What follows belongs to an exercise in optimizing a design on an open flow for small area; a production flow would make more cautious choices.
Power figures rest on the tool's default switching activity, not on a simulated workload.

==> flow/design.v <==
package eq_pkg;
  localparam int SAMPLE_W = 12;
  localparam int COEF_W   = 16;
  localparam int FRAC     = COEF_W - 1;
  localparam int TAPS_DEF = 16;
  localparam int ACC_W    = SAMPLE_W + 5;
endpackage
import eq_pkg::*;
module fir_mac (
  input  logic                       clock,
  input  logic                       i_run,    
  input  logic                       i_hold,   
  input  logic                       i_sh,     
  input  logic                       i_neg,    
  input  logic                       i_rnd,    
  input  logic                       i_cbit,   
  input  logic signed [SAMPLE_W-1:0] i_x,
  output logic        [SAMPLE_W-1:0] o_y
);
  logic signed [ACC_W-1:0] r_acc;
  logic signed [ACC_W-1:0] w_base;
  logic signed [ACC_W-1:0] w_add;
  logic                    w_cin;
  logic                    w_shift;
  logic                    w_ovf;
  logic        [SAMPLE_W-1:0] w_y;
  assign w_shift = i_run ? i_sh : !i_hold;
  assign w_base  = w_shift ? {r_acc[ACC_W-1] & i_run, r_acc[ACC_W-1:1]} : r_acc;
  logic        [SAMPLE_W-1:0] w_xs;
  assign w_xs    = (i_neg ? ~i_x : i_x) & {SAMPLE_W{i_run && i_cbit}};
  assign w_add   = {{(ACC_W-SAMPLE_W){w_xs[SAMPLE_W-1]}}, w_xs};
  assign w_cin   = i_run && ((i_cbit && i_neg) || i_rnd);
  logic [ACC_W:0]   w_c;
  logic [ACC_W-1:0] w_sum;
  assign w_c[0] = w_cin;
  for (genvar i = 0; i < ACC_W; i++) begin : g_fa
    assign w_sum[i]  = w_base[i] ^ w_add[i] ^ w_c[i];
    assign w_c[i+1]  = (w_base[i] & w_add[i]) | (w_c[i] & (w_base[i] ^ w_add[i]));
  end
  always_ff @(posedge clock)
    r_acc <= w_sum;
  assign w_ovf = (r_acc[ACC_W-1:SAMPLE_W-1] != '0) && (r_acc[ACC_W-1:SAMPLE_W-1] != '1);
  assign w_y = w_ovf ? {r_acc[ACC_W-1], {(SAMPLE_W-1){!r_acc[ACC_W-1]}}}
                     : r_acc[SAMPLE_W-1:0];
  assign o_y = {~w_y[SAMPLE_W-1], w_y[SAMPLE_W-2:0]};
endmodule
import eq_pkg::*;
module filtro_fir_eq #(
  parameter int TAPS = TAPS_DEF
) (
  input  logic                       clock,
  input  logic                       reset,
  input  logic signed [SAMPLE_W-1:0] sample_in,
  input  logic                       sample_valid,
  input  logic                       coef_we,
  input  logic [$clog2(TAPS)-1:0]    coef_addr,
  input  logic signed [COEF_W-1:0]   coef_data,
  output logic [SAMPLE_W-1:0]        dac_out_data,
  output logic                       dac_out_valid,
  input  logic                       dac_out_ready,
  output logic                       busy,
  output logic                       overrun,
  output logic                       coef_err
);
  localparam int NC = TAPS * COEF_W;     
  localparam int NS = TAPS * SAMPLE_W;   
  logic [NC-1:0]       r_cr;       
  logic [NS-1:0]       r_sr;       
  logic [COEF_W-1:0]   r_wb;       
  logic [3:0]          r_wa;       
  logic [7:0]          r_p;        
  logic [3:0]          r_k;        
  logic                r_sh;       
  logic                r_scrub, r_comp, r_valid, r_clr, r_pend, r_wact;
  logic                r_overrun, r_coef_err;
  logic                w_idle, w_win, w_open, w_take, w_write, w_end;
  logic                w_lo, w_gt;
  logic [3:0]          w_qh;
  logic                w_ins;
  logic                w_cin_bit;
  logic                w_dflt;
  logic [SAMPLE_W-1:0] w_x, w_new;
  logic [15:0]         w_tail;
  assign w_idle  = !(r_scrub || r_comp || r_valid || r_clr || r_pend);
  assign w_lo    = (r_p[3:0] == r_k);
  assign w_win   = w_lo && (r_p[7:4] == 4'hF);
  assign w_open  = w_idle && w_win;
  assign w_take  = w_open && sample_valid;
  assign w_write = w_open && coef_we;
  assign w_end   = r_comp && w_win;
  assign w_gt    = (r_p[3:0] > r_k);
  assign w_qh    = r_p[7:4] + {3'b000, w_gt};
  assign w_tail    = r_cr[NC-1 -: 16];
  assign w_cin_bit = w_tail[r_k];
  assign w_dflt    = (r_p[3:0] == 4'hF) && (r_p[7:4] != 4'hF);
  assign w_ins     = r_wact && (r_p[3:0] == ~r_wa);
  assign w_x   = r_sr[NS-1 -: SAMPLE_W];
  assign w_new = w_take ? sample_in : (r_scrub ? '0 : w_x);
  always_ff @(posedge clock) begin
    r_cr <= {r_cr[NC-2:0], r_scrub ? w_dflt : (w_ins ? r_wb[r_p[7:4]] : r_cr[NC-1])};
    r_sr <= {r_sr[NS-SAMPLE_W-1:0], w_new};
    if (!r_pend) begin
      r_wb <= coef_data;
      r_wa <= coef_addr;
    end
  end
  always_ff @(posedge clock or posedge reset) begin
    if (reset) begin
      r_p        <= '0;
      r_k        <= 4'h0;
      r_sh       <= 1'b0;
      r_scrub    <= 1'b1;
      r_comp     <= 1'b0;
      r_valid    <= 1'b0;
      r_clr      <= 1'b0;
      r_pend     <= 1'b0;
      r_wact     <= 1'b0;
      r_overrun  <= 1'b0;
      r_coef_err <= 1'b0;
    end else begin
      r_p        <= r_p + 8'd1;
      r_sh       <= w_lo;
      r_overrun  <= sample_valid && !w_open;
      r_coef_err <= coef_we && !w_open;
      if (r_p == 8'hFF) r_scrub <= 1'b0;
      if (w_take) r_comp <= 1'b1;
      if (w_end) begin
        r_comp  <= 1'b0;
        r_valid <= 1'b1;
        r_k     <= r_k + 4'd1;
      end
      if (r_valid && dac_out_ready) begin
        r_valid <= 1'b0;
        r_clr   <= 1'b1;
      end
      if (r_clr && r_p[7:4] == 4'h0) r_clr <= 1'b0;
      if (w_write) r_pend <= 1'b1;
      if (r_p == 8'hFF) begin
        if (r_wact) begin
          r_wact <= 1'b0;
          r_pend <= 1'b0;
        end else if (r_pend || w_write) begin
          r_wact <= 1'b1;
        end
      end
    end
  end
  fir_mac u_mac (
    .clock  (clock),
    .i_run  (r_comp),
    .i_hold (r_valid),
    .i_sh   (r_sh),
    .i_neg  (w_qh == 4'hF),
    .i_rnd  (r_sh && w_qh == 4'hE),
    .i_cbit (w_cin_bit),
    .i_x    (w_x),
    .o_y    (dac_out_data)
  );
  assign dac_out_valid = r_valid;
  assign busy          = !w_open && !reset;
  assign overrun       = r_overrun;
  assign coef_err      = r_coef_err;
endmodule
Settings: LEC_CHECK=0, CAP_MARGIN=20, CORE_MARGIN=2, CORE_UTILIZATION=60, SLEW_MARGIN=20; clock period 10.0 ns.
standard.sh (not shown) runs the stock make flow with config.mk's settings and CLKGATE_MAP_FILE= SYNTH_SCRIPT=/design/flow/synth_recipe.tcl, a recipe that flattens the netlist after the stock synthesis.
==> flow/flow/run.sh <==
#!/bin/bash
# Standard ORFS flow (the standard.sh) with smaller port buffers and a
# clock tree without dummy loads. ORFS writes each step's log under orfs/logs.
set -e
bash standard.sh BUFFER_PORTS_ARGS="-inputs -outputs -buffer_cell sky130_fd_sc_hd__buf_1" \
  CTS_ARGS="-sink_clustering_enable -repair_clock_nets -buf_list sky130_fd_sc_hd__clkbuf_4 -sink_clustering_size 10 -sink_clustering_max_diameter 40 -dont_use_dummy_load" \
  finish > standard.log 2>&1
Edit:
--- a/flow/design.v
+++ b/flow/design.v
@@ -29,17 +29,10 @@
   logic        [SAMPLE_W-1:0] w_xs;
   assign w_xs    = (i_neg ? ~i_x : i_x) & {SAMPLE_W{i_run && i_cbit}};
   assign w_add   = {{(ACC_W-SAMPLE_W){w_xs[SAMPLE_W-1]}}, w_xs};
   assign w_cin   = i_run && ((i_cbit && i_neg) || i_rnd);
-  logic [ACC_W:0]   w_c;
-  logic [ACC_W-1:0] w_sum;
-  assign w_c[0] = w_cin;
-  for (genvar i = 0; i < ACC_W; i++) begin : g_fa
-    assign w_sum[i]  = w_base[i] ^ w_add[i] ^ w_c[i];
-    assign w_c[i+1]  = (w_base[i] & w_add[i]) | (w_c[i] & (w_base[i] ^ w_add[i]));
-  end
   always_ff @(posedge clock)
-    r_acc <= w_sum;
+    r_acc <= w_base + w_add + ACC_W'(w_cin);
   assign w_ovf = (r_acc[ACC_W-1:SAMPLE_W-1] != '0) && (r_acc[ACC_W-1:SAMPLE_W-1] != '1);
   assign w_y = w_ovf ? {r_acc[ACC_W-1], {(SAMPLE_W-1){!r_acc[ACC_W-1]}}}
                      : r_acc[SAMPLE_W-1:0];
   assign o_y = {~w_y[SAMPLE_W-1], w_y[SAMPLE_W-2:0]};
@@ -68,31 +61,27 @@
   logic [NS-1:0]       r_sr;       
   logic [COEF_W-1:0]   r_wb;       
   logic [3:0]          r_wa;       
   logic [7:0]          r_p;        
-  logic [3:0]          r_k;        
-  logic                r_sh;       
+  logic [3:0]          r_m;        
   logic                r_scrub, r_comp, r_valid, r_clr, r_pend, r_wact;
   logic                r_overrun, r_coef_err;
   logic                w_idle, w_win, w_open, w_take, w_write, w_end;
-  logic                w_lo, w_gt;
-  logic [3:0]          w_qh;
+  logic [7:0]          w_q;
   logic                w_ins;
   logic                w_cin_bit;
   logic                w_dflt;
   logic [SAMPLE_W-1:0] w_x, w_new;
   logic [15:0]         w_tail;
   assign w_idle  = !(r_scrub || r_comp || r_valid || r_clr || r_pend);
-  assign w_lo    = (r_p[3:0] == r_k);
-  assign w_win   = w_lo && (r_p[7:4] == 4'hF);
+  assign w_win   = (r_p == {4'hF, ~r_m});
   assign w_open  = w_idle && w_win;
   assign w_take  = w_open && sample_valid;
   assign w_write = w_open && coef_we;
   assign w_end   = r_comp && w_win;
-  assign w_gt    = (r_p[3:0] > r_k);
-  assign w_qh    = r_p[7:4] + {3'b000, w_gt};
+  assign w_q     = r_p + {4'h0, r_m};
   assign w_tail    = r_cr[NC-1 -: 16];
-  assign w_cin_bit = w_tail[r_k];
+  assign w_cin_bit = w_tail[4'd15 - r_m];
   assign w_dflt    = (r_p[3:0] == 4'hF) && (r_p[7:4] != 4'hF);
   assign w_ins     = r_wact && (r_p[3:0] == ~r_wa);
   assign w_x   = r_sr[NS-1 -: SAMPLE_W];
   assign w_new = w_take ? sample_in : (r_scrub ? '0 : w_x);
@@ -106,10 +95,9 @@
   end
   always_ff @(posedge clock or posedge reset) begin
     if (reset) begin
       r_p        <= '0;
-      r_k        <= 4'h0;
-      r_sh       <= 1'b0;
+      r_m        <= 4'hF;
       r_scrub    <= 1'b1;
       r_comp     <= 1'b0;
       r_valid    <= 1'b0;
       r_clr      <= 1'b0;
@@ -118,17 +106,16 @@
       r_overrun  <= 1'b0;
       r_coef_err <= 1'b0;
     end else begin
       r_p        <= r_p + 8'd1;
-      r_sh       <= w_lo;
       r_overrun  <= sample_valid && !w_open;
       r_coef_err <= coef_we && !w_open;
       if (r_p == 8'hFF) r_scrub <= 1'b0;
       if (w_take) r_comp <= 1'b1;
       if (w_end) begin
         r_comp  <= 1'b0;
         r_valid <= 1'b1;
-        r_k     <= r_k + 4'd1;
+        r_m     <= r_m - 4'd1;
       end
       if (r_valid && dac_out_ready) begin
         r_valid <= 1'b0;
         r_clr   <= 1'b1;
@@ -148,11 +135,11 @@
   fir_mac u_mac (
     .clock  (clock),
     .i_run  (r_comp),
     .i_hold (r_valid),
-    .i_sh   (r_sh),
-    .i_neg  (w_qh == 4'hF),
-    .i_rnd  (r_sh && w_qh == 4'hE),
+    .i_sh   (w_q[3:0] == 4'h0),
+    .i_neg  (w_q[7:4] == 4'hF),
+    .i_rnd  (w_q == 8'd224),
     .i_cbit (w_cin_bit),
     .i_x    (w_x),
     .o_y    (dac_out_data)
   );
Count of clock-buffer cells in the layout came out lower by 1.
Cell count grows by 6.1%.
Core utilization goes down by 0.67 points.
Area after synthesis increases by 2.7%.
Die area went up by 2.6%.
Clock skew hardly moves.
Maximum frequency came out higher by 68%.
Worst setup slack is better by 3300 ps.
Power barely changes.
Clock power drops by about 0.6%.
Global-route usage came out higher by 1.1 points.
Sequential share of layout area is lower by 2.1 points.
Final area increases by 2.5%.
Function was not checked in any run of this note: the RTL went through the layout flow alone.

## static timing again, ports no longer ideal
Ports are ideal in the flow. The routed layouts listed here were re-timed in OpenROAD. Step 1 sets driving cells, clkbuf_16 on the clock port and buf_2 on the other inputs (assumed; they add their load-dependent delay and slew). Step 2 moves the port delays by t, midway between the first and last clock arrival at a register: inputs arrive t later, outputs are due t later. That takes back most of the time a late clock gives input paths. Slacks: ideal ports / drivers / drivers and shift; pairs: ideal ports / drivers.
run	shift t [ns]	slack for setup (ns)	hold slack, ns	clock arrival spread, ns	worst register clock-pin slew, ns
the first run	0.694	1.801 / 1.801 / 1.801	0.281 / 0.281 / 0.281	0.104 / 0.103	0.10 / 0.10
the second run	0.675	5.110 / 5.110 / 5.110	0.290 / 0.290 / 0.290	0.093 / 0.093	0.11 / 0.11
After both steps every run listed still meets setup and hold.
